This is an optimization exercise on Yosys and OpenROAD, whose aim is small area, a short achievable clock period and few clock cycles per item, not a production implementation. Only simulation tests tie the RTL to the original design; equivalence was not proved. No activity file was given, so power comes from the tool's default toggle rates.

File: design.v
package mm_pkg;
  localparam int MATRIX_DIM = 4;
  localparam int LANE_W = 16;
  localparam int ACC_W = 32;
  localparam int PROD_CNT_W = 8;
  localparam int VEC_W = MATRIX_DIM * LANE_W;
  localparam int BEAT_W = 2 * VEC_W + 1;
  localparam int STEP_W = BEAT_W + 1;
  localparam int ROW_W = MATRIX_DIM * ACC_W;
  localparam int MAT_W = MATRIX_DIM * ROW_W;
  localparam logic [ACC_W-1:0] ACC_LIVE0 = 32'hffffffff;
  localparam logic [ACC_W-1:0] ACC_LIVE1 = 32'h3fffffe0;
endpackage
`timescale 1ns/1ps
module mm_kernel_ctrl (
  input  logic                          ap_clk,
  input  logic                          areset,
  input  logic                          i_ap_start,
  input  logic [mm_pkg::PROD_CNT_W-1:0] i_num_products,
  input  logic                          i_last_taken,
  input  logic                          i_done,
  output logic                          o_run_active,
  output logic                          o_final,
  output logic                          o_ap_idle
);
  localparam logic [mm_pkg::PROD_CNT_W-1:0] PROD_ONE = 1;
  localparam logic [mm_pkg::PROD_CNT_W-1:0] PROD_TWO = 2;
  logic                          idle_q;
  logic                          start_q;
  logic                          start_pulse;
  logic [mm_pkg::PROD_CNT_W-1:0] left_q;
  logic                          left_one_q;
  assign start_pulse = i_ap_start & ~start_q;
  always_ff @(posedge ap_clk) begin
    if (areset) begin
      start_q    <= 1'b0;
      idle_q     <= 1'b1;
      left_q     <= PROD_ONE;
      left_one_q <= 1'b1;
    end else begin
      start_q <= i_ap_start;
      if (idle_q) begin
        if (start_pulse) begin
          idle_q     <= 1'b0;
          left_q     <= (i_num_products == '0) ? PROD_ONE : i_num_products;
          left_one_q <= (i_num_products == '0) || (i_num_products == PROD_ONE);
        end
      end else begin
        if (i_done) begin
          idle_q <= 1'b1;
        end
        if (i_last_taken) begin
          left_q     <= left_q - PROD_ONE;
          left_one_q <= (left_q == PROD_TWO);
        end
      end
    end
  end
  assign o_run_active = ~idle_q;
  assign o_final      = left_one_q;
  assign o_ap_idle    = idle_q;
endmodule
`timescale 1ns/1ps
module mm_decode (
  input  logic                      ap_clk,
  input  logic                      areset,
  input  logic                      i_run_active,
  input  logic                      i_beat_valid,
  input  logic [mm_pkg::BEAT_W-1:0] i_beat,
  input  logic                      i_final,
  output logic [4*24-1:0]           o_dig,
  output logic [4*64-1:0]           o_b,
  output logic [3:0]                o_first,
  output logic                      o_last,
  output logic                      o_final
);
  localparam int N  = mm_pkg::MATRIX_DIM;
  localparam int LW = mm_pkg::LANE_W;
  logic        beat_accept;
  logic        beat_last;
  logic        open_q;
  logic        first_q;
  logic        last_q;
  logic        final_q;
  logic [LW-1:0] a_in  [N];
  logic [LW-1:0] a_q   [N][N-1];
  logic [23:0]   enc   [N];
  logic [23:0]   dig_q [N];
  logic [63:0]   b_q   [N];
  logic [N-2:1]  first_d;
  assign beat_accept = i_beat_valid & i_run_active;
  assign beat_last   = i_beat[0];
  always_comb begin
    for (int r = 0; r < N; r++) begin
      a_in[r] = i_beat[1 + N*LW + r*LW +: LW] & {LW{beat_accept}};
    end
  end
  for (genvar r = 0; r < N; r++) begin : g_enc
    logic [LW:0] a;
    if (r == 0) begin : g_now
      assign a = {a_in[0], 1'b0};
    end else begin : g_late
      assign a = {a_q[r][r-1], 1'b0};
    end
    for (genvar i = 0; i < LW/2; i++) begin : g_dig
      assign enc[r][i]      = a[2*i+1] ^ a[2*i];
      assign enc[r][8 + i]  = (a[2*i+2] & ~a[2*i+1] & ~a[2*i]) |
                              (~a[2*i+2] & a[2*i+1] & a[2*i]);
      assign enc[r][16 + i] = a[2*i+2];
    end
  end
  always_ff @(posedge ap_clk) begin
    if (areset) begin
      open_q  <= 1'b1;
      first_q <= 1'b0;
      last_q  <= 1'b0;
      final_q <= 1'b0;
    end else begin
      first_q <= beat_accept & open_q;
      last_q  <= beat_accept & beat_last;
      final_q <= beat_accept & beat_last & i_final;
      if (!i_run_active) begin
        open_q <= 1'b1;
      end else if (beat_accept) begin
        open_q <= beat_last;
      end
    end
  end
  always_ff @(posedge ap_clk) begin
    for (int r = 1; r < N; r++) begin
      a_q[r][0] <= a_in[r];
      for (int k = 1; k < N-1; k++) begin
        if (k < r) a_q[r][k] <= a_q[r][k-1];
      end
    end
    for (int r = 0; r < N; r++) begin
      dig_q[r] <= enc[r];
    end
    b_q[0] <= i_beat[1 +: 64];
    for (int k = 1; k < N; k++) begin
      b_q[k] <= b_q[k-1];
    end
    first_d[1] <= first_q;
    for (int k = 2; k < N-1; k++) begin
      first_d[k] <= first_d[k-1];
    end
  end
  for (genvar r = 0; r < N; r++) begin : g_out
    assign o_dig[24*r +: 24] = dig_q[r];
    assign o_b[64*r +: 64]   = b_q[r];
  end
  assign o_first = {first_d, first_q, ~areset & beat_accept & open_q};
  assign o_last  = last_q;
  assign o_final = final_q;
endmodule
`timescale 1ns/1ps
module mm_fa (
  input  logic a,
  input  logic b,
  input  logic c,
  output logic s,
  output logic co
);
  assign s  = a ^ b ^ c;
  assign co = (a & b) | (a & c) | (b & c);
endmodule
`timescale 1ns/1ps
module mm_mac (
  input  logic        ap_clk,
  input  logic [7:0]  one,
  input  logic [7:0]  two,
  input  logic [7:0]  neg,
  input  logic [15:0] b,
  input  logic        first_in,
  output logic [31:0] o_s,
  output logic [31:0] o_c
);
  logic [56:0] acc_q;
  logic [56:0] acc_d;
  logic [31:0] acc0_q, acc1_q;
  logic [31:0] accg0, accg1;
  logic        first_q;
  logic pp0_0;
  logic pp0_1;
  logic pp0_2;
  logic pp1_0;
  logic pp0_3;
  logic pp1_1;
  logic pp0_4;
  logic pp1_2;
  logic pp2_0;
  logic pp0_5;
  logic pp1_3;
  logic pp2_1;
  logic pp0_6;
  logic pp1_4;
  logic pp2_2;
  logic pp3_0;
  logic pp0_7;
  logic pp1_5;
  logic pp2_3;
  logic pp3_1;
  logic pp0_8;
  logic pp1_6;
  logic pp2_4;
  logic pp3_2;
  logic pp4_0;
  logic pp0_9;
  logic pp1_7;
  logic pp2_5;
  logic pp3_3;
  logic pp4_1;
  logic pp0_10;
  logic pp1_8;
  logic pp2_6;
  logic pp3_4;
  logic pp4_2;
  logic pp5_0;
  logic pp0_11;
  logic pp1_9;
  logic pp2_7;
  logic pp3_5;
  logic pp4_3;
  logic pp5_1;
  logic pp0_12;
  logic pp1_10;
  logic pp2_8;
  logic pp3_6;
  logic pp4_4;
  logic pp5_2;
  logic pp6_0;
  logic pp0_13;
  logic pp1_11;
  logic pp2_9;
  logic pp3_7;
  logic pp4_5;
  logic pp5_3;
  logic pp6_1;
  logic pp0_14;
  logic pp1_12;
  logic pp2_10;
  logic pp3_8;
  logic pp4_6;
  logic pp5_4;
  logic pp6_2;
  logic pp7_0;
  logic pp0_15;
  logic pp1_13;
  logic pp2_11;
  logic pp3_9;
  logic pp4_7;
  logic pp5_5;
  logic pp6_3;
  logic pp7_1;
  logic pp0_16;
  logic pp1_14;
  logic pp2_12;
  logic pp3_10;
  logic pp4_8;
  logic pp5_6;
  logic pp6_4;
  logic pp7_2;
  logic pp1_15;
  logic pp2_13;
  logic pp3_11;
  logic pp4_9;
  logic pp5_7;
  logic pp6_5;
  logic pp7_3;
  logic pp1_16;
  logic pp2_14;
  logic pp3_12;
  logic pp4_10;
  logic pp5_8;
  logic pp6_6;
  logic pp7_4;
  logic pp2_15;
  logic pp3_13;
  logic pp4_11;
  logic pp5_9;
  logic pp6_7;
  logic pp7_5;
  logic pp2_16;
  logic pp3_14;
  logic pp4_12;
  logic pp5_10;
  logic pp6_8;
  logic pp7_6;
  logic pp3_15;
  logic pp4_13;
  logic pp5_11;
  logic pp6_9;
  logic pp7_7;
  logic pp3_16;
  logic pp4_14;
  logic pp5_12;
  logic pp6_10;
  logic pp7_8;
  logic pp4_15;
  logic pp5_13;
  logic pp6_11;
  logic pp7_9;
  logic pp4_16;
  logic pp5_14;
  logic pp6_12;
  logic pp7_10;
  logic pp5_15;
  logic pp6_13;
  logic pp7_11;
  logic pp5_16;
  logic pp6_14;
  logic pp7_12;
  logic pp6_15;
  logic pp7_13;
  logic pp6_16;
  logic pp7_14;
  logic pp7_15;
  logic pp7_16;
  logic t0, t1, t2, t3, t4, t5, t6, t7, t8, t9, t10, t11, t12, t13, t14, t15, t16, t17, t18, t19, t20, t21, t22, t23, t24, t25, t26, t27, t28, t29, t30, t31, t32, t33, t34, t35, t36, t37, t38, t39, t40, t41, t42, t43, t44, t45, t46, t47, t48, t49, t50, t51, t52, t53, t54, t55, t56, t57, t58, t59, t60, t61, t62, t63, t64, t65, t66, t67, t68, t69, t70, t71, t72, t73, t74, t75, t76, t77, t78, t79, t80, t81, t82, t83, t84, t85, t86, t87, t88, t89, t90, t91, t92, t93, t94, t95, t96, t97, t98, t99, t100, t101, t102, t103, t104, t105, t106, t107, t108, t109, t110, t111, t112, t113, t114, t115, t116, t117, t118, t119, t120, t121, t122, t123, t124, t125, t126, t127, t128, t129, t130, t131, t132, t133, t134, t135, t136, t137, t138, t139, t140, t141, t142, t143, t144, t145, t146, t147, t148, t149, t150, t151, t152, t153, t154, t155, t156, t157, t158, t159, t160, t161, t162, t163, t164, t165, t166, t167, t168, t169, t170, t171, t172, t173, t174, t175, t176, t177, t178, t179, t180, t181, t182, t183, t184, t185, t186, t187, t188, t189, t190, t191, t192, t193, t194, t195, t196, t197, t198, t199, t200, t201, t202, t203, t204, t205, t206, t207, t208, t209, t210, t211, t212, t213, t214, t215, t216, t217, t218, t219, t220, t221, t222, t223, t224, t225, t226, t227, t228, t229, t230, t231, t232, t233, t234, t235, t236, t237, t238, t239, t240, t241, t242, t243, t244, t245, t246, t247, t248, t249, t250, t251, t252, t253, t254, t255, t256, t257, t258, t259, t260, t261, t262, t263, t264, t265, t266, t267, t268, t269, t270, t271, t272, t273, t274, t275, t276, t277, t278, t279, t280, t281, t282, t283, t284, t285, t286, t287, t288, t289, t290, t291, t292, t293, t294, t295, t296, t297, t298, t299, t300, t301, t302, t303, t304, t305, t306, t307, t308, t309;
  assign acc0_q[0] = acc_q[0];
  assign acc1_q[0] = 1'b0;
  assign acc0_q[1] = acc_q[1];
  assign acc1_q[1] = 1'b0;
  assign acc0_q[2] = acc_q[2];
  assign acc1_q[2] = 1'b0;
  assign acc0_q[3] = acc_q[3];
  assign acc1_q[3] = 1'b0;
  assign acc0_q[4] = acc_q[4];
  assign acc1_q[4] = 1'b0;
  assign acc0_q[5] = acc_q[5];
  assign acc1_q[5] = acc_q[6];
  assign acc0_q[6] = acc_q[7];
  assign acc1_q[6] = acc_q[8];
  assign acc0_q[7] = acc_q[9];
  assign acc1_q[7] = acc_q[10];
  assign acc0_q[8] = acc_q[11];
  assign acc1_q[8] = acc_q[12];
  assign acc0_q[9] = acc_q[13];
  assign acc1_q[9] = acc_q[14];
  assign acc0_q[10] = acc_q[15];
  assign acc1_q[10] = acc_q[16];
  assign acc0_q[11] = acc_q[17];
  assign acc1_q[11] = acc_q[18];
  assign acc0_q[12] = acc_q[19];
  assign acc1_q[12] = acc_q[20];
  assign acc0_q[13] = acc_q[21];
  assign acc1_q[13] = acc_q[22];
  assign acc0_q[14] = acc_q[23];
  assign acc1_q[14] = acc_q[24];
  assign acc0_q[15] = acc_q[25];
  assign acc1_q[15] = acc_q[26];
  assign acc0_q[16] = acc_q[27];
  assign acc1_q[16] = acc_q[28];
  assign acc0_q[17] = acc_q[29];
  assign acc1_q[17] = acc_q[30];
  assign acc0_q[18] = acc_q[31];
  assign acc1_q[18] = acc_q[32];
  assign acc0_q[19] = acc_q[33];
  assign acc1_q[19] = acc_q[34];
  assign acc0_q[20] = acc_q[35];
  assign acc1_q[20] = acc_q[36];
  assign acc0_q[21] = acc_q[37];
  assign acc1_q[21] = acc_q[38];
  assign acc0_q[22] = acc_q[39];
  assign acc1_q[22] = acc_q[40];
  assign acc0_q[23] = acc_q[41];
  assign acc1_q[23] = acc_q[42];
  assign acc0_q[24] = acc_q[43];
  assign acc1_q[24] = acc_q[44];
  assign acc0_q[25] = acc_q[45];
  assign acc1_q[25] = acc_q[46];
  assign acc0_q[26] = acc_q[47];
  assign acc1_q[26] = acc_q[48];
  assign acc0_q[27] = acc_q[49];
  assign acc1_q[27] = acc_q[50];
  assign acc0_q[28] = acc_q[51];
  assign acc1_q[28] = acc_q[52];
  assign acc0_q[29] = acc_q[53];
  assign acc1_q[29] = acc_q[54];
  assign acc0_q[30] = acc_q[55];
  assign acc1_q[30] = 1'b0;
  assign acc0_q[31] = acc_q[56];
  assign acc1_q[31] = 1'b0;
  always_ff @(posedge ap_clk) begin
    first_q <= first_in;
  end
  assign accg0 = acc0_q & {32{~first_q}};
  assign accg1 = acc1_q & {32{~first_q}};
  assign pp0_0 = (one[0] & b[0]) ^ neg[0];
  assign pp0_1 = ((one[0] & b[1]) | (two[0] & b[0])) ^ neg[0];
  assign pp0_2 = ((one[0] & b[2]) | (two[0] & b[1])) ^ neg[0];
  assign pp1_0 = (one[1] & b[0]) ^ neg[1];
  assign pp0_3 = ((one[0] & b[3]) | (two[0] & b[2])) ^ neg[0];
  assign pp1_1 = ((one[1] & b[1]) | (two[1] & b[0])) ^ neg[1];
  assign pp0_4 = ((one[0] & b[4]) | (two[0] & b[3])) ^ neg[0];
  assign pp1_2 = ((one[1] & b[2]) | (two[1] & b[1])) ^ neg[1];
  assign pp2_0 = (one[2] & b[0]) ^ neg[2];
  assign pp0_5 = ((one[0] & b[5]) | (two[0] & b[4])) ^ neg[0];
  assign pp1_3 = ((one[1] & b[3]) | (two[1] & b[2])) ^ neg[1];
  assign pp2_1 = ((one[2] & b[1]) | (two[2] & b[0])) ^ neg[2];
  assign pp0_6 = ((one[0] & b[6]) | (two[0] & b[5])) ^ neg[0];
  assign pp1_4 = ((one[1] & b[4]) | (two[1] & b[3])) ^ neg[1];
  assign pp2_2 = ((one[2] & b[2]) | (two[2] & b[1])) ^ neg[2];
  assign pp3_0 = (one[3] & b[0]) ^ neg[3];
  assign pp0_7 = ((one[0] & b[7]) | (two[0] & b[6])) ^ neg[0];
  assign pp1_5 = ((one[1] & b[5]) | (two[1] & b[4])) ^ neg[1];
  assign pp2_3 = ((one[2] & b[3]) | (two[2] & b[2])) ^ neg[2];
  assign pp3_1 = ((one[3] & b[1]) | (two[3] & b[0])) ^ neg[3];
  assign pp0_8 = ((one[0] & b[8]) | (two[0] & b[7])) ^ neg[0];
  assign pp1_6 = ((one[1] & b[6]) | (two[1] & b[5])) ^ neg[1];
  assign pp2_4 = ((one[2] & b[4]) | (two[2] & b[3])) ^ neg[2];
  assign pp3_2 = ((one[3] & b[2]) | (two[3] & b[1])) ^ neg[3];
  assign pp4_0 = (one[4] & b[0]) ^ neg[4];
  assign pp0_9 = ((one[0] & b[9]) | (two[0] & b[8])) ^ neg[0];
  assign pp1_7 = ((one[1] & b[7]) | (two[1] & b[6])) ^ neg[1];
  assign pp2_5 = ((one[2] & b[5]) | (two[2] & b[4])) ^ neg[2];
  assign pp3_3 = ((one[3] & b[3]) | (two[3] & b[2])) ^ neg[3];
  assign pp4_1 = ((one[4] & b[1]) | (two[4] & b[0])) ^ neg[4];
  assign pp0_10 = ((one[0] & b[10]) | (two[0] & b[9])) ^ neg[0];
  assign pp1_8 = ((one[1] & b[8]) | (two[1] & b[7])) ^ neg[1];
  assign pp2_6 = ((one[2] & b[6]) | (two[2] & b[5])) ^ neg[2];
  assign pp3_4 = ((one[3] & b[4]) | (two[3] & b[3])) ^ neg[3];
  assign pp4_2 = ((one[4] & b[2]) | (two[4] & b[1])) ^ neg[4];
  assign pp5_0 = (one[5] & b[0]) ^ neg[5];
  assign pp0_11 = ((one[0] & b[11]) | (two[0] & b[10])) ^ neg[0];
  assign pp1_9 = ((one[1] & b[9]) | (two[1] & b[8])) ^ neg[1];
  assign pp2_7 = ((one[2] & b[7]) | (two[2] & b[6])) ^ neg[2];
  assign pp3_5 = ((one[3] & b[5]) | (two[3] & b[4])) ^ neg[3];
  assign pp4_3 = ((one[4] & b[3]) | (two[4] & b[2])) ^ neg[4];
  assign pp5_1 = ((one[5] & b[1]) | (two[5] & b[0])) ^ neg[5];
  assign pp0_12 = ((one[0] & b[12]) | (two[0] & b[11])) ^ neg[0];
  assign pp1_10 = ((one[1] & b[10]) | (two[1] & b[9])) ^ neg[1];
  assign pp2_8 = ((one[2] & b[8]) | (two[2] & b[7])) ^ neg[2];
  assign pp3_6 = ((one[3] & b[6]) | (two[3] & b[5])) ^ neg[3];
  assign pp4_4 = ((one[4] & b[4]) | (two[4] & b[3])) ^ neg[4];
  assign pp5_2 = ((one[5] & b[2]) | (two[5] & b[1])) ^ neg[5];
  assign pp6_0 = (one[6] & b[0]) ^ neg[6];
  assign pp0_13 = ((one[0] & b[13]) | (two[0] & b[12])) ^ neg[0];
  assign pp1_11 = ((one[1] & b[11]) | (two[1] & b[10])) ^ neg[1];
  assign pp2_9 = ((one[2] & b[9]) | (two[2] & b[8])) ^ neg[2];
  assign pp3_7 = ((one[3] & b[7]) | (two[3] & b[6])) ^ neg[3];
  assign pp4_5 = ((one[4] & b[5]) | (two[4] & b[4])) ^ neg[4];
  assign pp5_3 = ((one[5] & b[3]) | (two[5] & b[2])) ^ neg[5];
  assign pp6_1 = ((one[6] & b[1]) | (two[6] & b[0])) ^ neg[6];
  assign pp0_14 = ((one[0] & b[14]) | (two[0] & b[13])) ^ neg[0];
  assign pp1_12 = ((one[1] & b[12]) | (two[1] & b[11])) ^ neg[1];
  assign pp2_10 = ((one[2] & b[10]) | (two[2] & b[9])) ^ neg[2];
  assign pp3_8 = ((one[3] & b[8]) | (two[3] & b[7])) ^ neg[3];
  assign pp4_6 = ((one[4] & b[6]) | (two[4] & b[5])) ^ neg[4];
  assign pp5_4 = ((one[5] & b[4]) | (two[5] & b[3])) ^ neg[5];
  assign pp6_2 = ((one[6] & b[2]) | (two[6] & b[1])) ^ neg[6];
  assign pp7_0 = (one[7] & b[0]) ^ neg[7];
  assign pp0_15 = ((one[0] & b[15]) | (two[0] & b[14])) ^ neg[0];
  assign pp1_13 = ((one[1] & b[13]) | (two[1] & b[12])) ^ neg[1];
  assign pp2_11 = ((one[2] & b[11]) | (two[2] & b[10])) ^ neg[2];
  assign pp3_9 = ((one[3] & b[9]) | (two[3] & b[8])) ^ neg[3];
  assign pp4_7 = ((one[4] & b[7]) | (two[4] & b[6])) ^ neg[4];
  assign pp5_5 = ((one[5] & b[5]) | (two[5] & b[4])) ^ neg[5];
  assign pp6_3 = ((one[6] & b[3]) | (two[6] & b[2])) ^ neg[6];
  assign pp7_1 = ((one[7] & b[1]) | (two[7] & b[0])) ^ neg[7];
  assign pp0_16 = ~(((one[0] & b[15]) | (two[0] & b[15])) ^ neg[0]);
  assign pp1_14 = ((one[1] & b[14]) | (two[1] & b[13])) ^ neg[1];
  assign pp2_12 = ((one[2] & b[12]) | (two[2] & b[11])) ^ neg[2];
  assign pp3_10 = ((one[3] & b[10]) | (two[3] & b[9])) ^ neg[3];
  assign pp4_8 = ((one[4] & b[8]) | (two[4] & b[7])) ^ neg[4];
  assign pp5_6 = ((one[5] & b[6]) | (two[5] & b[5])) ^ neg[5];
  assign pp6_4 = ((one[6] & b[4]) | (two[6] & b[3])) ^ neg[6];
  assign pp7_2 = ((one[7] & b[2]) | (two[7] & b[1])) ^ neg[7];
  assign pp1_15 = ((one[1] & b[15]) | (two[1] & b[14])) ^ neg[1];
  assign pp2_13 = ((one[2] & b[13]) | (two[2] & b[12])) ^ neg[2];
  assign pp3_11 = ((one[3] & b[11]) | (two[3] & b[10])) ^ neg[3];
  assign pp4_9 = ((one[4] & b[9]) | (two[4] & b[8])) ^ neg[4];
  assign pp5_7 = ((one[5] & b[7]) | (two[5] & b[6])) ^ neg[5];
  assign pp6_5 = ((one[6] & b[5]) | (two[6] & b[4])) ^ neg[6];
  assign pp7_3 = ((one[7] & b[3]) | (two[7] & b[2])) ^ neg[7];
  assign pp1_16 = ~(((one[1] & b[15]) | (two[1] & b[15])) ^ neg[1]);
  assign pp2_14 = ((one[2] & b[14]) | (two[2] & b[13])) ^ neg[2];
  assign pp3_12 = ((one[3] & b[12]) | (two[3] & b[11])) ^ neg[3];
  assign pp4_10 = ((one[4] & b[10]) | (two[4] & b[9])) ^ neg[4];
  assign pp5_8 = ((one[5] & b[8]) | (two[5] & b[7])) ^ neg[5];
  assign pp6_6 = ((one[6] & b[6]) | (two[6] & b[5])) ^ neg[6];
  assign pp7_4 = ((one[7] & b[4]) | (two[7] & b[3])) ^ neg[7];
  assign pp2_15 = ((one[2] & b[15]) | (two[2] & b[14])) ^ neg[2];
  assign pp3_13 = ((one[3] & b[13]) | (two[3] & b[12])) ^ neg[3];
  assign pp4_11 = ((one[4] & b[11]) | (two[4] & b[10])) ^ neg[4];
  assign pp5_9 = ((one[5] & b[9]) | (two[5] & b[8])) ^ neg[5];
  assign pp6_7 = ((one[6] & b[7]) | (two[6] & b[6])) ^ neg[6];
  assign pp7_5 = ((one[7] & b[5]) | (two[7] & b[4])) ^ neg[7];
  assign pp2_16 = ~(((one[2] & b[15]) | (two[2] & b[15])) ^ neg[2]);
  assign pp3_14 = ((one[3] & b[14]) | (two[3] & b[13])) ^ neg[3];
  assign pp4_12 = ((one[4] & b[12]) | (two[4] & b[11])) ^ neg[4];
  assign pp5_10 = ((one[5] & b[10]) | (two[5] & b[9])) ^ neg[5];
  assign pp6_8 = ((one[6] & b[8]) | (two[6] & b[7])) ^ neg[6];
  assign pp7_6 = ((one[7] & b[6]) | (two[7] & b[5])) ^ neg[7];
  assign pp3_15 = ((one[3] & b[15]) | (two[3] & b[14])) ^ neg[3];
  assign pp4_13 = ((one[4] & b[13]) | (two[4] & b[12])) ^ neg[4];
  assign pp5_11 = ((one[5] & b[11]) | (two[5] & b[10])) ^ neg[5];
  assign pp6_9 = ((one[6] & b[9]) | (two[6] & b[8])) ^ neg[6];
  assign pp7_7 = ((one[7] & b[7]) | (two[7] & b[6])) ^ neg[7];
  assign pp3_16 = ~(((one[3] & b[15]) | (two[3] & b[15])) ^ neg[3]);
  assign pp4_14 = ((one[4] & b[14]) | (two[4] & b[13])) ^ neg[4];
  assign pp5_12 = ((one[5] & b[12]) | (two[5] & b[11])) ^ neg[5];
  assign pp6_10 = ((one[6] & b[10]) | (two[6] & b[9])) ^ neg[6];
  assign pp7_8 = ((one[7] & b[8]) | (two[7] & b[7])) ^ neg[7];
  assign pp4_15 = ((one[4] & b[15]) | (two[4] & b[14])) ^ neg[4];
  assign pp5_13 = ((one[5] & b[13]) | (two[5] & b[12])) ^ neg[5];
  assign pp6_11 = ((one[6] & b[11]) | (two[6] & b[10])) ^ neg[6];
  assign pp7_9 = ((one[7] & b[9]) | (two[7] & b[8])) ^ neg[7];
  assign pp4_16 = ~(((one[4] & b[15]) | (two[4] & b[15])) ^ neg[4]);
  assign pp5_14 = ((one[5] & b[14]) | (two[5] & b[13])) ^ neg[5];
  assign pp6_12 = ((one[6] & b[12]) | (two[6] & b[11])) ^ neg[6];
  assign pp7_10 = ((one[7] & b[10]) | (two[7] & b[9])) ^ neg[7];
  assign pp5_15 = ((one[5] & b[15]) | (two[5] & b[14])) ^ neg[5];
  assign pp6_13 = ((one[6] & b[13]) | (two[6] & b[12])) ^ neg[6];
  assign pp7_11 = ((one[7] & b[11]) | (two[7] & b[10])) ^ neg[7];
  assign pp5_16 = ~(((one[5] & b[15]) | (two[5] & b[15])) ^ neg[5]);
  assign pp6_14 = ((one[6] & b[14]) | (two[6] & b[13])) ^ neg[6];
  assign pp7_12 = ((one[7] & b[12]) | (two[7] & b[11])) ^ neg[7];
  assign pp6_15 = ((one[6] & b[15]) | (two[6] & b[14])) ^ neg[6];
  assign pp7_13 = ((one[7] & b[13]) | (two[7] & b[12])) ^ neg[7];
  assign pp6_16 = ~(((one[6] & b[15]) | (two[6] & b[15])) ^ neg[6]);
  assign pp7_14 = ((one[7] & b[14]) | (two[7] & b[13])) ^ neg[7];
  assign pp7_15 = ((one[7] & b[15]) | (two[7] & b[14])) ^ neg[7];
  assign pp7_16 = ~(((one[7] & b[15]) | (two[7] & b[15])) ^ neg[7]);
  assign t0 = ~accg0[16];
  assign t1 = ~accg0[17];
  assign t2 = ~accg0[19];
  assign t3 = ~accg0[21];
  assign t4 = ~accg0[23];
  assign t5 = ~accg0[25];
  assign t6 = ~accg0[27];
  assign t7 = ~accg0[29];
  assign t8 = ~accg0[31];
  mm_fa u_fa0 (.a(neg[0]), .b(accg0[0]), .c(pp0_0), .s(t9), .co(t10));
  mm_fa u_fa1 (.a(accg0[1]), .b(pp0_1), .c(t10), .s(t11), .co(t12));
  mm_fa u_fa2 (.a(neg[1]), .b(accg0[2]), .c(pp0_2), .s(t13), .co(t14));
  mm_fa u_fa3 (.a(pp1_0), .b(t13), .c(t12), .s(t15), .co(t16));
  mm_fa u_fa4 (.a(accg0[3]), .b(pp0_3), .c(pp1_1), .s(t17), .co(t18));
  mm_fa u_fa5 (.a(t14), .b(t17), .c(t16), .s(t19), .co(t20));
  mm_fa u_fa6 (.a(neg[2]), .b(accg0[4]), .c(pp0_4), .s(t21), .co(t22));
  mm_fa u_fa7 (.a(pp1_2), .b(pp2_0), .c(t18), .s(t23), .co(t24));
  mm_fa u_fa8 (.a(t21), .b(t23), .c(t20), .s(t25), .co(t26));
  mm_fa u_fa9 (.a(accg0[5]), .b(accg1[5]), .c(pp0_5), .s(t27), .co(t28));
  mm_fa u_fa10 (.a(pp1_3), .b(pp2_1), .c(t22), .s(t29), .co(t30));
  mm_fa u_fa11 (.a(t27), .b(t24), .c(t29), .s(t31), .co(t32));
  mm_fa u_fa12 (.a(neg[3]), .b(accg0[6]), .c(accg1[6]), .s(t33), .co(t34));
  mm_fa u_fa13 (.a(pp0_6), .b(pp1_4), .c(pp2_2), .s(t35), .co(t36));
  mm_fa u_fa14 (.a(pp3_0), .b(t33), .c(t28), .s(t37), .co(t38));
  mm_fa u_fa15 (.a(t35), .b(t30), .c(t37), .s(t39), .co(t40));
  mm_fa u_fa16 (.a(accg0[7]), .b(accg1[7]), .c(pp0_7), .s(t41), .co(t42));
  mm_fa u_fa17 (.a(pp1_5), .b(pp2_3), .c(pp3_1), .s(t43), .co(t44));
  mm_fa u_fa18 (.a(t34), .b(t36), .c(t41), .s(t45), .co(t46));
  mm_fa u_fa19 (.a(t43), .b(t38), .c(t45), .s(t47), .co(t48));
  mm_fa u_fa20 (.a(neg[4]), .b(accg0[8]), .c(accg1[8]), .s(t49), .co(t50));
  mm_fa u_fa21 (.a(pp0_8), .b(pp1_6), .c(pp2_4), .s(t51), .co(t52));
  mm_fa u_fa22 (.a(pp3_2), .b(pp4_0), .c(t49), .s(t53), .co(t54));
  mm_fa u_fa23 (.a(t42), .b(t44), .c(t51), .s(t55), .co(t56));
  mm_fa u_fa24 (.a(t53), .b(t46), .c(t55), .s(t57), .co(t58));
  mm_fa u_fa25 (.a(accg0[9]), .b(accg1[9]), .c(pp0_9), .s(t59), .co(t60));
  mm_fa u_fa26 (.a(pp1_7), .b(pp2_5), .c(pp3_3), .s(t61), .co(t62));
  mm_fa u_fa27 (.a(pp4_1), .b(t50), .c(t52), .s(t63), .co(t64));
  mm_fa u_fa28 (.a(t59), .b(t61), .c(t54), .s(t65), .co(t66));
  mm_fa u_fa29 (.a(t56), .b(t63), .c(t65), .s(t67), .co(t68));
  mm_fa u_fa30 (.a(neg[5]), .b(accg0[10]), .c(accg1[10]), .s(t69), .co(t70));
  mm_fa u_fa31 (.a(pp0_10), .b(pp1_8), .c(pp2_6), .s(t71), .co(t72));
  mm_fa u_fa32 (.a(pp3_4), .b(pp4_2), .c(pp5_0), .s(t73), .co(t74));
  mm_fa u_fa33 (.a(t69), .b(t60), .c(t62), .s(t75), .co(t76));
  mm_fa u_fa34 (.a(t71), .b(t73), .c(t64), .s(t77), .co(t78));
  mm_fa u_fa35 (.a(t75), .b(t66), .c(t77), .s(t79), .co(t80));
  mm_fa u_fa36 (.a(accg0[11]), .b(accg1[11]), .c(pp0_11), .s(t81), .co(t82));
  mm_fa u_fa37 (.a(pp1_9), .b(pp2_7), .c(pp3_5), .s(t83), .co(t84));
  mm_fa u_fa38 (.a(pp4_3), .b(pp5_1), .c(t70), .s(t85), .co(t86));
  mm_fa u_fa39 (.a(t72), .b(t74), .c(t81), .s(t87), .co(t88));
  mm_fa u_fa40 (.a(t83), .b(t85), .c(t76), .s(t89), .co(t90));
  mm_fa u_fa41 (.a(t87), .b(t78), .c(t89), .s(t91), .co(t92));
  mm_fa u_fa42 (.a(neg[6]), .b(accg0[12]), .c(accg1[12]), .s(t93), .co(t94));
  mm_fa u_fa43 (.a(pp0_12), .b(pp1_10), .c(pp2_8), .s(t95), .co(t96));
  mm_fa u_fa44 (.a(pp3_6), .b(pp4_4), .c(pp5_2), .s(t97), .co(t98));
  mm_fa u_fa45 (.a(pp6_0), .b(t93), .c(t82), .s(t99), .co(t100));
  mm_fa u_fa46 (.a(t84), .b(t86), .c(t95), .s(t101), .co(t102));
  mm_fa u_fa47 (.a(t97), .b(t88), .c(t99), .s(t103), .co(t104));
  mm_fa u_fa48 (.a(t101), .b(t90), .c(t103), .s(t105), .co(t106));
  mm_fa u_fa49 (.a(accg0[13]), .b(accg1[13]), .c(pp0_13), .s(t107), .co(t108));
  mm_fa u_fa50 (.a(pp1_11), .b(pp2_9), .c(pp3_7), .s(t109), .co(t110));
  mm_fa u_fa51 (.a(pp4_5), .b(pp5_3), .c(pp6_1), .s(t111), .co(t112));
  mm_fa u_fa52 (.a(t94), .b(t96), .c(t98), .s(t113), .co(t114));
  mm_fa u_fa53 (.a(t107), .b(t109), .c(t111), .s(t115), .co(t116));
  mm_fa u_fa54 (.a(t100), .b(t102), .c(t113), .s(t117), .co(t118));
  mm_fa u_fa55 (.a(t115), .b(t104), .c(t117), .s(t119), .co(t120));
  mm_fa u_fa56 (.a(neg[7]), .b(accg0[14]), .c(accg1[14]), .s(t121), .co(t122));
  mm_fa u_fa57 (.a(pp0_14), .b(pp1_12), .c(pp2_10), .s(t123), .co(t124));
  mm_fa u_fa58 (.a(pp3_8), .b(pp4_6), .c(pp5_4), .s(t125), .co(t126));
  mm_fa u_fa59 (.a(pp6_2), .b(pp7_0), .c(t121), .s(t127), .co(t128));
  mm_fa u_fa60 (.a(t108), .b(t110), .c(t112), .s(t129), .co(t130));
  mm_fa u_fa61 (.a(t123), .b(t125), .c(t127), .s(t131), .co(t132));
  mm_fa u_fa62 (.a(t114), .b(t116), .c(t129), .s(t133), .co(t134));
  mm_fa u_fa63 (.a(t131), .b(t118), .c(t133), .s(t135), .co(t136));
  mm_fa u_fa64 (.a(accg0[15]), .b(accg1[15]), .c(pp0_15), .s(t137), .co(t138));
  mm_fa u_fa65 (.a(pp1_13), .b(pp2_11), .c(pp3_9), .s(t139), .co(t140));
  mm_fa u_fa66 (.a(pp4_7), .b(pp5_5), .c(pp6_3), .s(t141), .co(t142));
  mm_fa u_fa67 (.a(pp7_1), .b(t122), .c(t124), .s(t143), .co(t144));
  mm_fa u_fa68 (.a(t126), .b(t137), .c(t139), .s(t145), .co(t146));
  mm_fa u_fa69 (.a(t141), .b(t128), .c(t130), .s(t147), .co(t148));
  mm_fa u_fa70 (.a(t143), .b(t145), .c(t132), .s(t149), .co(t150));
  mm_fa u_fa71 (.a(t134), .b(t147), .c(t149), .s(t151), .co(t152));
  mm_fa u_fa72 (.a(accg1[16]), .b(t0), .c(pp0_16), .s(t153), .co(t154));
  mm_fa u_fa73 (.a(pp1_14), .b(pp2_12), .c(pp3_10), .s(t155), .co(t156));
  mm_fa u_fa74 (.a(pp4_8), .b(pp5_6), .c(pp6_4), .s(t157), .co(t158));
  mm_fa u_fa75 (.a(pp7_2), .b(t138), .c(t140), .s(t159), .co(t160));
  mm_fa u_fa76 (.a(t142), .b(t153), .c(t155), .s(t161), .co(t162));
  mm_fa u_fa77 (.a(t157), .b(t144), .c(t146), .s(t163), .co(t164));
  mm_fa u_fa78 (.a(t159), .b(t161), .c(t148), .s(t165), .co(t166));
  mm_fa u_fa79 (.a(t163), .b(t150), .c(t165), .s(t167), .co(t168));
  mm_fa u_fa80 (.a(accg1[17]), .b(accg0[16]), .c(t1), .s(t169), .co(t170));
  mm_fa u_fa81 (.a(pp1_15), .b(pp2_13), .c(pp3_11), .s(t171), .co(t172));
  mm_fa u_fa82 (.a(pp4_9), .b(pp5_7), .c(pp6_5), .s(t173), .co(t174));
  mm_fa u_fa83 (.a(pp7_3), .b(t169), .c(t154), .s(t175), .co(t176));
  mm_fa u_fa84 (.a(t156), .b(t158), .c(t171), .s(t177), .co(t178));
  mm_fa u_fa85 (.a(t173), .b(t160), .c(t162), .s(t179), .co(t180));
  mm_fa u_fa86 (.a(t175), .b(t177), .c(t164), .s(t181), .co(t182));
  mm_fa u_fa87 (.a(t179), .b(t166), .c(t181), .s(t183), .co(t184));
  mm_fa u_fa88 (.a(accg0[18]), .b(accg1[18]), .c(accg0[17]), .s(t185), .co(t186));
  mm_fa u_fa89 (.a(pp1_16), .b(pp2_14), .c(pp3_12), .s(t187), .co(t188));
  mm_fa u_fa90 (.a(pp4_10), .b(pp5_8), .c(pp6_6), .s(t189), .co(t190));
  mm_fa u_fa91 (.a(pp7_4), .b(t170), .c(t185), .s(t191), .co(t192));
  mm_fa u_fa92 (.a(t172), .b(t174), .c(t187), .s(t193), .co(t194));
  mm_fa u_fa93 (.a(t189), .b(t191), .c(t176), .s(t195), .co(t196));
  mm_fa u_fa94 (.a(t178), .b(t193), .c(t180), .s(t197), .co(t198));
  mm_fa u_fa95 (.a(t195), .b(t182), .c(t197), .s(t199), .co(t200));
  mm_fa u_fa96 (.a(accg1[19]), .b(t2), .c(pp2_15), .s(t201), .co(t202));
  mm_fa u_fa97 (.a(pp3_13), .b(pp4_11), .c(pp5_9), .s(t203), .co(t204));
  mm_fa u_fa98 (.a(pp6_7), .b(pp7_5), .c(t186), .s(t205), .co(t206));
  mm_fa u_fa99 (.a(t188), .b(t190), .c(t201), .s(t207), .co(t208));
  mm_fa u_fa100 (.a(t203), .b(t192), .c(t205), .s(t209), .co(t210));
  mm_fa u_fa101 (.a(t194), .b(t207), .c(t209), .s(t211), .co(t212));
  mm_fa u_fa102 (.a(t196), .b(t211), .c(t198), .s(t213), .co(t214));
  mm_fa u_fa103 (.a(accg0[20]), .b(accg1[20]), .c(accg0[19]), .s(t215), .co(t216));
  mm_fa u_fa104 (.a(pp2_16), .b(pp3_14), .c(pp4_12), .s(t217), .co(t218));
  mm_fa u_fa105 (.a(pp5_10), .b(pp6_8), .c(pp7_6), .s(t219), .co(t220));
  mm_fa u_fa106 (.a(t215), .b(t202), .c(t204), .s(t221), .co(t222));
  mm_fa u_fa107 (.a(t206), .b(t217), .c(t219), .s(t223), .co(t224));
  mm_fa u_fa108 (.a(t208), .b(t221), .c(t210), .s(t225), .co(t226));
  mm_fa u_fa109 (.a(t223), .b(t212), .c(t225), .s(t227), .co(t228));
  mm_fa u_fa110 (.a(accg1[21]), .b(t3), .c(pp3_15), .s(t229), .co(t230));
  mm_fa u_fa111 (.a(pp4_13), .b(pp5_11), .c(pp6_9), .s(t231), .co(t232));
  mm_fa u_fa112 (.a(pp7_7), .b(t216), .c(t218), .s(t233), .co(t234));
  mm_fa u_fa113 (.a(t220), .b(t229), .c(t231), .s(t235), .co(t236));
  mm_fa u_fa114 (.a(t222), .b(t224), .c(t233), .s(t237), .co(t238));
  mm_fa u_fa115 (.a(t235), .b(t226), .c(t237), .s(t239), .co(t240));
  mm_fa u_fa116 (.a(accg0[22]), .b(accg1[22]), .c(accg0[21]), .s(t241), .co(t242));
  mm_fa u_fa117 (.a(pp3_16), .b(pp4_14), .c(pp5_12), .s(t243), .co(t244));
  mm_fa u_fa118 (.a(pp6_10), .b(pp7_8), .c(t241), .s(t245), .co(t246));
  mm_fa u_fa119 (.a(t230), .b(t232), .c(t243), .s(t247), .co(t248));
  mm_fa u_fa120 (.a(t245), .b(t234), .c(t236), .s(t249), .co(t250));
  mm_fa u_fa121 (.a(t247), .b(t238), .c(t249), .s(t251), .co(t252));
  mm_fa u_fa122 (.a(accg1[23]), .b(t4), .c(pp4_15), .s(t253), .co(t254));
  mm_fa u_fa123 (.a(pp5_13), .b(pp6_11), .c(pp7_9), .s(t255), .co(t256));
  mm_fa u_fa124 (.a(t242), .b(t244), .c(t253), .s(t257), .co(t258));
  mm_fa u_fa125 (.a(t255), .b(t246), .c(t248), .s(t259), .co(t260));
  mm_fa u_fa126 (.a(t257), .b(t250), .c(t259), .s(t261), .co(t262));
  mm_fa u_fa127 (.a(accg0[24]), .b(accg1[24]), .c(accg0[23]), .s(t263), .co(t264));
  mm_fa u_fa128 (.a(pp4_16), .b(pp5_14), .c(pp6_12), .s(t265), .co(t266));
  mm_fa u_fa129 (.a(pp7_10), .b(t263), .c(t254), .s(t267), .co(t268));
  mm_fa u_fa130 (.a(t256), .b(t265), .c(t258), .s(t269), .co(t270));
  mm_fa u_fa131 (.a(t267), .b(t260), .c(t269), .s(t271), .co(t272));
  mm_fa u_fa132 (.a(accg1[25]), .b(t5), .c(pp5_15), .s(t273), .co(t274));
  mm_fa u_fa133 (.a(pp6_13), .b(pp7_11), .c(t264), .s(t275), .co(t276));
  mm_fa u_fa134 (.a(t266), .b(t273), .c(t275), .s(t277), .co(t278));
  mm_fa u_fa135 (.a(t268), .b(t277), .c(t270), .s(t279), .co(t280));
  mm_fa u_fa136 (.a(accg0[26]), .b(accg1[26]), .c(accg0[25]), .s(t281), .co(t282));
  mm_fa u_fa137 (.a(pp5_16), .b(pp6_14), .c(pp7_12), .s(t283), .co(t284));
  mm_fa u_fa138 (.a(t281), .b(t274), .c(t276), .s(t285), .co(t286));
  mm_fa u_fa139 (.a(t283), .b(t278), .c(t285), .s(t287), .co(t288));
  mm_fa u_fa140 (.a(accg1[27]), .b(t6), .c(pp6_15), .s(t289), .co(t290));
  mm_fa u_fa141 (.a(pp7_13), .b(t282), .c(t284), .s(t291), .co(t292));
  mm_fa u_fa142 (.a(t289), .b(t286), .c(t291), .s(t293), .co(t294));
  mm_fa u_fa143 (.a(accg0[28]), .b(accg1[28]), .c(accg0[27]), .s(t295), .co(t296));
  mm_fa u_fa144 (.a(pp6_16), .b(pp7_14), .c(t295), .s(t297), .co(t298));
  mm_fa u_fa145 (.a(t290), .b(t297), .c(t292), .s(t299), .co(t300));
  mm_fa u_fa146 (.a(accg1[29]), .b(t7), .c(pp7_15), .s(t301), .co(t302));
  mm_fa u_fa147 (.a(t296), .b(t301), .c(t298), .s(t303), .co(t304));
  mm_fa u_fa148 (.a(accg0[30]), .b(accg0[29]), .c(pp7_16), .s(t305), .co(t306));
  mm_fa u_fa149 (.a(t302), .b(t305), .c(t304), .s(t307), .co(t308));
  assign t309 = t8 ^ t306 ^ t308;
  assign acc_d[0] = t9;
  assign acc_d[1] = t11;
  assign acc_d[2] = t15;
  assign acc_d[3] = t19;
  assign acc_d[4] = t25;
  assign acc_d[5] = t26;
  assign acc_d[6] = t31;
  assign acc_d[7] = t32;
  assign acc_d[8] = t39;
  assign acc_d[9] = t40;
  assign acc_d[10] = t47;
  assign acc_d[11] = t48;
  assign acc_d[12] = t57;
  assign acc_d[13] = t58;
  assign acc_d[14] = t67;
  assign acc_d[15] = t68;
  assign acc_d[16] = t79;
  assign acc_d[17] = t80;
  assign acc_d[18] = t91;
  assign acc_d[19] = t92;
  assign acc_d[20] = t105;
  assign acc_d[21] = t106;
  assign acc_d[22] = t119;
  assign acc_d[23] = t120;
  assign acc_d[24] = t135;
  assign acc_d[25] = t136;
  assign acc_d[26] = t151;
  assign acc_d[27] = t152;
  assign acc_d[28] = t167;
  assign acc_d[29] = t168;
  assign acc_d[30] = t183;
  assign acc_d[31] = t184;
  assign acc_d[32] = t199;
  assign acc_d[33] = t200;
  assign acc_d[34] = t213;
  assign acc_d[35] = t214;
  assign acc_d[36] = t227;
  assign acc_d[37] = t228;
  assign acc_d[38] = t239;
  assign acc_d[39] = t240;
  assign acc_d[40] = t251;
  assign acc_d[41] = t252;
  assign acc_d[42] = t261;
  assign acc_d[43] = t262;
  assign acc_d[44] = t271;
  assign acc_d[45] = t272;
  assign acc_d[46] = t279;
  assign acc_d[47] = t280;
  assign acc_d[48] = t287;
  assign acc_d[49] = t288;
  assign acc_d[50] = t293;
  assign acc_d[51] = t294;
  assign acc_d[52] = t299;
  assign acc_d[53] = t300;
  assign acc_d[54] = t303;
  assign acc_d[55] = t307;
  assign acc_d[56] = t309;
  always_ff @(posedge ap_clk) begin
    acc_q <= acc_d;
  end
  assign o_s = acc0_q;
  assign o_c = acc1_q;
endmodule
module mm_execute (
  input  logic                     ap_clk,
  input  logic [4*24-1:0]          i_dig,
  input  logic [4*64-1:0]          i_b,
  input  logic [3:0]               i_first,
  output logic [mm_pkg::MAT_W-1:0] o_s,
  output logic [mm_pkg::MAT_W-1:0] o_c
);
  localparam int N = mm_pkg::MATRIX_DIM;
  for (genvar r = 0; r < N; r++) begin : g_row
    for (genvar c = 0; c < N; c++) begin : g_col
      mm_mac u_mac (
        .ap_clk (ap_clk),
        .one    (i_dig[24*r +: 8]),
        .two    (i_dig[24*r + 8 +: 8]),
        .neg    (i_dig[24*r + 16 +: 8]),
        .b      (i_b[64*r + 16*c +: 16]),
        .first_in (i_first[r]),
        .o_s    (o_s[128*r + 32*c +: 32]),
        .o_c    (o_c[128*r + 32*c +: 32])
      );
    end
  end
endmodule
`timescale 1ns/1ps
module mm_result (
  input  logic                     ap_clk,
  input  logic                     areset,
  input  logic                     i_last,
  input  logic                     i_final,
  input  logic [mm_pkg::MAT_W-1:0] i_s,
  input  logic [mm_pkg::MAT_W-1:0] i_c,
  output logic                     o_c_valid,
  output logic [mm_pkg::ROW_W-1:0] o_c_row,
  output logic                     o_c_last,
  output logic                     o_done
);
  localparam int N  = mm_pkg::MATRIX_DIM;
  localparam int AW = mm_pkg::ACC_W;
  logic [N-1:0]                sel_q;
  logic [N-1:0]                fin_q;
  logic [N-1:0][AW-1:0]        s_row;
  logic [N-1:0][AW-1:0]        c_row;
  logic [mm_pkg::ROW_W-1:0]    row_q;
  logic                        valid_q;
  logic                        last_q;
  logic                        done_q;
  always_comb begin
    for (int c = 0; c < N; c++) begin
      s_row[c] = '0;
      c_row[c] = '0;
      for (int r = 0; r < N; r++) begin
        s_row[c] = s_row[c] | (i_s[128*r + 32*c +: 32] & mm_pkg::ACC_LIVE0 & {AW{sel_q[r]}});
        c_row[c] = c_row[c] | (i_c[128*r + 32*c +: 32] & mm_pkg::ACC_LIVE1 & {AW{sel_q[r]}});
      end
    end
  end
  always_ff @(posedge ap_clk) begin
    for (int c = 0; c < N; c++) begin
      row_q[32*c +: 32] <= s_row[c] + c_row[c];
    end
  end
  always_ff @(posedge ap_clk) begin
    if (areset) begin
      sel_q   <= '0;
      fin_q   <= '0;
      valid_q <= 1'b0;
      last_q  <= 1'b0;
      done_q  <= 1'b0;
    end else begin
      sel_q   <= {sel_q[N-2:0], i_last};
      fin_q   <= {fin_q[N-2:0], i_final};
      valid_q <= |sel_q;
      last_q  <= sel_q[N-1];
      done_q  <= sel_q[N-1] & fin_q[N-1];
    end
  end
  assign o_c_valid = valid_q;
  assign o_c_row   = row_q;
  assign o_c_last  = last_q;
  assign o_done    = done_q;
endmodule
`timescale 1ns/1ps
module mm_kernel (
  input  logic                          ap_clk,
  input  logic                          areset,
  input  logic                          i_ap_start,
  input  logic [mm_pkg::PROD_CNT_W-1:0] i_num_products,
  input  logic                          i_beat_valid,
  input  logic [mm_pkg::BEAT_W-1:0]     i_beat,
  output logic                          o_ap_idle,
  output logic                          o_ap_done,
  output logic                          o_c_valid,
  output logic [mm_pkg::ROW_W-1:0]      o_c_row,
  output logic                          o_c_last
);
  logic                     run_active;
  logic                     final_next;
  logic                     done;
  logic [4*24-1:0]          dig;
  logic [4*64-1:0]          b;
  logic [3:0]               first;
  logic                     last;
  logic                     last_final;
  logic [mm_pkg::MAT_W-1:0] acc_s;
  logic [mm_pkg::MAT_W-1:0] acc_c;
  mm_kernel_ctrl u_ctrl (
    .ap_clk         (ap_clk),
    .areset         (areset),
    .i_ap_start     (i_ap_start),
    .i_num_products (i_num_products),
    .i_last_taken   (i_beat_valid & run_active & i_beat[0]),
    .i_done         (done),
    .o_run_active   (run_active),
    .o_final        (final_next),
    .o_ap_idle      (o_ap_idle)
  );
  mm_decode u_decode (
    .ap_clk       (ap_clk),
    .areset       (areset),
    .i_run_active (run_active),
    .i_beat_valid (i_beat_valid),
    .i_beat       (i_beat),
    .i_final      (final_next),
    .o_dig        (dig),
    .o_b          (b),
    .o_first      (first),
    .o_last       (last),
    .o_final      (last_final)
  );
  mm_execute u_execute (
    .ap_clk  (ap_clk),
    .i_dig   (dig),
    .i_b     (b),
    .i_first (first),
    .o_s     (acc_s),
    .o_c     (acc_c)
  );
  mm_result u_result (
    .ap_clk    (ap_clk),
    .areset    (areset),
    .i_last    (last),
    .i_final   (last_final),
    .i_s       (acc_s),
    .i_c       (acc_c),
    .o_c_valid (o_c_valid),
    .o_c_row   (o_c_row),
    .o_c_last  (o_c_last),
    .o_done    (done)
  );
  assign o_ap_done = done;
endmodule
File: flow/run.sh
#!/bin/bash
# The standard layout, with timing repair aimed past the clock period:
# repair_timing works until the setup slack reaches SETUP_SLACK_MARGIN, so the
# layout is optimised for a shorter period than the constraint asks for.
# The clock, the constraints and every other step are the standard ones.
set -euo pipefail
MARGIN=${MARGIN:-7.2}
bash standard.sh SETUP_SLACK_MARGIN=$MARGIN TNS_END_PERCENT=10 finish > flow_make.log 2>&1
File: standard.sh
#!/bin/bash
# synth_recipe.tcl (not shown) runs the flow's synth.tcl, then flattens the netlist and writes it again
# the make line also repeats each setting of config.mk as NAME=value (left out here)
make -C /OpenROAD-flow-scripts/flow DESIGN_CONFIG=/design/flow/config.mk WORK_HOME=/design/flow/orfs CLKGATE_MAP_FILE= SYNTH_SCRIPT=/design/flow/synth_recipe.tcl "${@:-finish}"
File: config.mk
export PLATFORM = sky130hd
export DESIGN_NAME = mm_kernel
export DESIGN_NICKNAME = mm_kernel
export VERILOG_FILES = /design/flow/design.v
export SDC_FILE = /design/flow/constraint.sdc
export NUM_CORES = 4
export LEC_CHECK = 0
export CAP_MARGIN = 20
export CORE_MARGIN = 2
export CORE_UTILIZATION = 66
export SLEW_MARGIN = 20
export SYNTH_HIERARCHICAL = 1
export SYNTH_MINIMUM_KEEP_SIZE = 0
File: constraint.sdc
create_clock -name core_clock -period 10.5 [get_ports {ap_clk}]
set_input_delay 2.1000 -clock core_clock [delete_from_list [all_inputs] [get_ports {ap_clk}]]
set_output_delay 2.1000 -clock core_clock [all_outputs]
set_load 0.01 [all_outputs]
==> flow_summary_export.csv <==
group,metric,value,unit
power,irDropWorstVdd,189,uV
timing,final-hold-violation-count,0,
placed_design,portBuffers,272,
worst_setup_path,reg2reg_depth,13,
worst_setup_path,crit_end,"u_result.row_q[126]$_DFF_P_",
clocking,cts_made_buffers,184,
timing,fin_crit,3.58,ns
synth,ys_warn_count,15,
power,p_per_area,238,nW/um^2
timing,rsz0062_at_grt,"true",
worst_setup_path,cp_common_cell,"and3_1",
timing,max_slew.worst_pin.slew,1.04,ns
layout,nets,15100,
worst_setup_path,cp-end-kind,"flip-flop",
routing,dr.pass1.iters,12,
power,swShare,42.3,%
worst_setup_path,cp-startpoint,"u_result.sel_q[0]$_SDFF_PP0_",
global_routing,grt_use_total,52.7,%
worst_setup_path,slowest_stage,"a22oi_1",
placed_design,placedCellCount,14400,
floorplan,fp.coreArea,219000,um^2
worst_setup_path,timing.rr.start,"u_result.sel_q[0]$_SDFF_PP0_",
clocking,hold_buffers,0,
worst_setup_path,max_stage_delay,0.44,ns
floorplan,io_pins,273,
floorplan,die_y,473,um
routing,vias_per_cell,7.32,
worst_setup_path,cp-start-kind,"flip-flop",
power,power.share.sequential,26.4,%
layout,area_growth,12.0,%
power,p_total,38.6,mW
global_routing,grt_max_degree,59,
timing,fmax,279,MHz
worst_setup_path,rrSetupSlack,6.92,ns
floorplan,row_count,172,
status,status,"finished clean",
global_routing,grt_pass1_vias,117000,
worst_setup_path,cp_max_fo,41,
timing,slew_headroom,30.2,%
worst_setup_path,r2r-end,"u_result.row_q[126]$_DFF_P_",
global_routing,antenna_found_initial,57,
power,p_comb_share,55.4,%
timing,fin_tns_setup,0,ns
placed_design,place_congestion,1.01,
clocking,clk-insertion-delay-late,0.89,ns
synth,synth_cells,12400,
clocking,clkSinkCount,1532,
clocking,cts_tree,"done",
clocking,cts_root_buffer,"clkbuf_16",
worst_setup_path,critPathKind,"reg -> reg",
routing,drc,0,
routing,post_drt_wl_per_cell,39.6,um
power,power_frac_clock,18.2,%
power,p_leak,63.2,nW
worst_setup_path,path_cells,"buf_12, clkbuf_8, a22oi_1, nand2_1, ha_1, and3_1, and3_1, o21ai_0, o211ai_1, buf_4, a221o_1, a21oi_2, xnor2_1",
synth,synth_area,145000,um^2
routing,ant_nets,0,
timing,maxSlewViolCount,0,
power,p_int,22.3,mW
routing,drt_wl_total,614000,um
timing,fin_crit_sh,34.1,%
worst_hold_path,hold_path.class,"reg -> reg",
timing,worst_clock_skew,0.0364,ns
floorplan,fp.dieArea,224000,um^2
clocking,cts_max_level,4,
global_routing,overflow,0,
synth,syn_avg_cell_area,11.7,um^2
floorplan,start_util,66.3,%
global_routing,grt_pass1_wl,839000,um
routing,dr.first_iter.drc_count,18500,
clocking,cts.clk_slew.worst_paths,0.07,ns
worst_setup_path,required,11.28,ns
timing,setup_violations,0,
layout,layout-drive-gt1-share,19.5,%
routing,num_vias,113000,
power,p_sw,16.3,mW
flow_run,maxCapViolCount,0,
placed_design,hpwlAfterDp,330000,um
clocking,clockBufferDepth,3,
floorplan,die_w,473,um
synth,synth_fp_nets,15100,
worst_setup_path,cp_data_arrival_time,4.36,ns
layout,instances_no_fill,15500,
[sequential cells by signal, indices dropped and copies added, names as in the netlist, 2 cells and up]
name / count
u_ctrl.left_q: 8
u_decode.a_q: 96
u_decode.b_q: 256
u_decode.dig_q: 96
u_decode.first_d: 2
u_execute.g_row.g_col.u_mac.acc_q: 912
u_execute.g_row.g_col.u_mac.first_q: 16
u_result.fin_q: 4
u_result.row_q: 128
u_result.sel_q: 4
[how the worst min path moves through the flow]
stage	from	end	depth (start not counted)	slack (ns)
floorplan	u_decode.a_q[9][0]$_DFF_P_	u_decode.a_q[10][0]$_DFF_P_	0	0.31
global placement	u_decode.a_q[6][10]$_DFF_P_	u_decode.a_q[7][10]$_DFF_P_	0	0.31
detailed placement	u_decode.a_q[10][5]$_DFF_P_	u_decode.a_q[11][5]$_DFF_P_	0	0.31
CTS	u_decode.a_q[6][8]$_DFF_P_	u_decode.a_q[7][8]$_DFF_P_	0	0.32
global route	u_decode.a_q[6][8]$_DFF_P_	u_decode.a_q[7][8]$_DFF_P_	0	0.33
finish	u_decode.a_q[10][0]$_DFF_P_	u_decode.a_q[11][0]$_DFF_P_	0	0.32
[layout make-up]
cell class	count	area, um^2
Inverter	173	651
Tap cell	2871	3590
Clock inverter	101	1330
Sequential cell	1532	31600
Multi-Input combinational cell	9345	104000
Clock buffer	243	5130
Timing Repair Buffer	1167	16600
Antenna cell	48	120
Fill cell	14600	56500
[metal layers]
metal | vias up | track usage (%) | wire length (um)
li1 | 41900 | - | -
met1 | 56800 | 62.9 | 201000
met2 | 11200 | 70.2 | 241000
met3 | 3379 | 28.3 | 107000
met4 | 64 | 41.1 | 62900
met5 | - | 2.47 | 1740
[placed cells by master, fill, tap and decap left out, types with 19 or more instances in the layout]
cell,instances
fa_1,2282
xnor2_1,2107
a22oi_1,1849
dfxtp_1,1231
nor2b_1,808
a22oi_2,524
nand2_1,415
buf_4,399
clkbuf_16,222
dfxtp_4,214
xor2_1,183
o21ai_0,171
buf_12,171
inv_1,169
nand2b_1,148
clkdlybuf4s50_1,139
buf_16,127
fa_2,122
buf_2,115
nor2_1,88
dfxtp_2,87
ha_1,79
bufbuf_16,79
a21oi_1,76
and3_1,65
buf_6,54
diode_2,48
a21o_1,43
clkinv_2,36
buf_8,33
nand3b_1,31
clkbuf_1,31
clkbuf_8,28
xnor2_2,27
bufinv_16,25
nand3_1,20
a21oi_2,20
nor3_1,19
o21ai_1,19
[power by group through the flow]
stage          registers, mW  logic (mW)  clock network [mW]
2_1_floorplan           9.00        14.8                   0
3_3_place_gp            10.2        18.4                   0
3_5_place_dp            10.2        19.4                   0
4_1_cts                 10.0        20.4                6.97
5_1_grt                 10.2        23.7                7.21
6_report                10.2        21.4                7.02
[metrics by stage]
stage | hold slack, ns | setup WS (ns) | util (%) | instance area, um^2
floorplan | 0.310 | 7.15 | - | 145000
global placement | 0.311 | 5.54 | 64.5 | 141000
detailed placement | 0.312 | 5.55 | 64.5 | 141000
CTS | 0.321 | 6.98 | 72.6 | 159000
global route | 0.327 | 6.88 | 74.2 | 163000
finish | 0.323 | 6.92 | 74.2 | 163000
[critical path, delay by kind of cell, from the launching register on]
kind            cells  cell delay, ns
flops               1            0.38
buf+inv             3            0.67
simple gates        3            0.58
compound gates      5            1.20
xor+xnor            1            0.14
fa+ha+maj           1            0.40
[what timing repair did]
action	CTS	global route
gates cloned	106	36
buffers inserted	420	77
pin swaps	75	151
resized for setup	1539	472
setup endpoints to repair	948	606
Testbench counts, summed over its fixed seeds: cycles 4,588, products 286.

## afterwards: timing with drivers on the ports
No port has a modelled driver above. Below, the same layout with a new extraction and two added sets of constraints. Step 1: set_driving_cell puts a clkbuf_16 on ap_clk and a buf_2 on each other input, an assumption about the parent block. Step 2 adds t to the input delays and takes it off the output delays; t is the mean of the earliest and latest rising clock arrival at the registers after step 1. Input paths then give back, and output paths get back, about the clock's delay inside the block. Slacks: no drivers / after step 1 / after step 2; pairs: no drivers / after step 1.
t, ns: 0.978
slack for setup (ns): 6.919 / 6.875 / 6.412
worst setup path after step 2: input to register
clock arrival spread, ns: 0.039 / 0.039
worst slew at a driven data input, ns: 0.15
After both steps setup and hold are still met in this run. For this run, drivers alone change the setup slack by -0.044 ns; drivers and shift together by -0.507 ns.
